Background: an optimization exercise with open tools, aiming at small area and a short achievable clock period. Do not read the settings as production practice.
In this exercise RTL edits were held to simulation tests only and were not proved equivalent to the original.
Power figures rest on the tool's default switching activity, not on a simulated workload.

harbor:
Design cpuTop, start of the top module:
module cpuTop (
  input  wire logic                          clk,
  input  wire logic                          arstN,
  input  wire logic [cpuPkg::instWidth-1:0]  inst,
  input  wire logic                          instValid,
  output logic                               resultValid,
  output logic      [cpuPkg::dataWidth-1:0]  result,
  output logic                               overflow,
  output logic                               illegal
);
  logic [cpuPkg::selCount-1:0] resSel;
  logic useImm, regWrite, destIsRd, memWrite, illegalOp, ovfAdd, ovfSub;
  instDecoder dec (
    .inst(inst), .resSel(resSel), .useImm(useImm), .regWrite(regWrite),
    .destIsRd(destIsRd), .memWrite(memWrite), .illegalOp(illegalOp),
    .ovfAdd(ovfAdd), .ovfSub(ovfSub)
  );
  execStage exec (
    .clk(clk), .arstN(arstN), .inst(inst), .instValid(instValid),
    .resSel(resSel), .useImm(useImm), .regWrite(regWrite),
    .destIsRd(destIsRd), .memWrite(memWrite), .illegalOp(illegalOp),
    .ovfAdd(ovfAdd), .ovfSub(ovfSub),
    .resultValid(resultValid), .result(result),
    .overflow(overflow), .illegal(illegal)
  );
endmodule
export LEC_CHECK = 0
export CAP_MARGIN = 20
export CORE_MARGIN = 2
export CORE_UTILIZATION = 35
export CTS_CLUSTER_DIAMETER = 100
export CTS_CLUSTER_SIZE = 26
export SETUP_SLACK_MARGIN = 5
export SLEW_MARGIN = 20
create_clock -name core_clock -period 8.5 [get_ports {clk}]
standard.sh (not shown) runs the stock make flow with config.mk's settings and CLKGATE_MAP_FILE= SYNTH_SCRIPT=/design/flow/synth_recipe.tcl, a recipe that flattens the netlist after the stock synthesis.
==> flow/flow/run.sh <==
#!/bin/bash
# The standard layout (standard.sh, ORFS on the standard flow's config) with two changes:
# the port buffers are buf_4 cells rather than buffer_ports' default pick
# (a slow delay buffer that the timing repair, held to the same footprint,
# could not replace), and the timing repair may change a cell's footprint.
# make's output goes to make_finish.log here; ORFS keeps each step's log
# under orfs/logs.
set -euo pipefail
export BUFFER_PORTS_ARGS="-buffer_cell sky130_fd_sc_hd__buf_4"
bash standard.sh MATCH_CELL_FOOTPRINT=0 finish > make_finish.log 2>&1
Looking at the reports, harbor completed the entire flow and the layout it produced met the timing, design-rule and antenna checks.
Here is what was changed in the inputs of maple compared with harbor.
- CTS_CLUSTER_SIZE: 26 -> 22
- CTS_CLUSTER_DIAMETER: 100 -> 80
Notes after the runs:
maple -> harbor: met3 usage flat. As far as utilization after layout is concerned, harbor and maple perform about the same. Compared with harbor, maple shows a higher total detailed-routing wirelength. Result: PASS for each of maple and harbor. Between harbor and maple, the flow reports highest clock frequency the design can meet increasing slightly. Comparing harbor with maple, the synthesis-to-finish area growth came out essentially unchanged. Of the two candidates, harbor has the better switching power summed over all nets and maple the worse one. Re proportion of power drawn by combinational gates: maple is 0.6 points down on harbor.
The following lists how juniper was set up differently from maple:
- setting PLACE_DENSITY to 0.7 for the first time
- setting GPL_ROUTABILITY_DRIVEN to 0 for the first time
## What came out
juniper closes out successfully: all stages finished, all timing, DRC and antenna checks passed.
On area overhead of the layout relative to synthesis: juniper sits below maple.
Total number of sequential cells: maple vs juniper identical
Relative to maple, the detailed-routing wirelength on met1 of juniper is lower by 13%.
Taking maple as the reference, in juniper final area down 0.36%; routed wire length saw a decrease; maximum fanout along the worst path up 5; footprint of the multi-input gates roughly the same.
Comparing juniper with maple, the fraction of area in multi-input gates came out essentially unchanged.
Diff juniper..maple | area of the mapped netlist | unchanged
Summary of juniper over maple: total power density per cell area went down; share of the clock period used by the worst path went up.
Inputs modified between juniper and onyx:
- swapping 35 for 30 in CORE_UTILIZATION
- swapping 0.7 for 0.55 in PLACE_DENSITY
- clearing GPL_ROUTABILITY_DRIVEN, which used to be 0
Findings:
Routed length on met1 was higher in the run labelled onyx. Summary: setup slack of the critical path after layout, onyx better than juniper. Looking at register fraction of the total cell area, onyx sits 0.74 points below juniper. Routed wire length up 17000 um in onyx wrt juniper. Changes observed in onyx relative to juniper: critical path depth now larger, sequential power comparable. The final cell count reported for onyx is greater than that of juniper by 425.
### onyx -> garnet
- a change of CORE_UTILIZATION from 30 to 45
- a change of PLACE_DENSITY from 0.55 to 0.65
Results
- Going from onyx to garnet, post-layout total power shrinks by about 1.4%.
- On number of CTS-inserted buffers, the lower figure sits with garnet, not onyx.
- garnet has multi-input gate share of total cell area above what onyx had.
Relative to garnet, the following input files were edited for quartz:
- CORE_UTILIZATION: 45 -> 30
- CTS_CLUSTER_DIAMETER: 80 -> 100
- PLACE_DENSITY: 0.65 -> 0.55
- CTS_CLUSTER_SIZE: 22 -> 26
Findings:
What garnet reported for number of tap cells inserted has to be multiplied by 1.5 to get the figure for quartz.
In terms of number of multi-input combinational cells, quartz and garnet differ only marginally.
The faster design of the two is quartz; garnet tops out lower.
quartz vs garnet, critical path's slowest cell: a221o_2 vs a21oi_1

==> port drivers added, routing unchanged <==
How much do the figures lean on ideal ports? The routed layouts below were timed once more, with nothing changed but the port constraints.
Step 1 assumes that a clkbuf_16 drives the clock port and a buf_2 every other input.
Step 2 also shifts input and output timing later by t, the mid clock arrival at the registers, as if the neighbouring blocks saw the same clock.
Slacks: ideal / step 1 / step 2; pairs: ideal / step 1.
run	shift t [ns]	slack for setup (ns)	clock arrival spread, ns	worst register clock-pin slew, ns	worst slew at a driven data input, ns
harbor	0.786	4.942 / 4.942 / 4.224	0.039 / 0.039	0.11 / 0.11	0.04
maple	0.782	4.966 / 4.943 / 4.232	0.048 / 0.048	0.10 / 0.10	0.04
juniper	0.778	4.913 / 4.913 / 4.289	0.104 / 0.104	0.10 / 0.10	0.06
onyx	0.802	4.996 / 4.958 / 4.306	0.097 / 0.097	0.10 / 0.10	0.04
garnet	0.777	4.933 / 4.920 / 4.200	0.072 / 0.072	0.09 / 0.09	0.14
quartz	0.787	4.952 / 4.934 / 4.300	0.075 / 0.076	0.11 / 0.11	0.04
After both steps every run listed still meets setup and hold. For maple, which loses most, drivers alone change the setup slack by -0.023 ns; drivers and shift together by -0.734 ns.
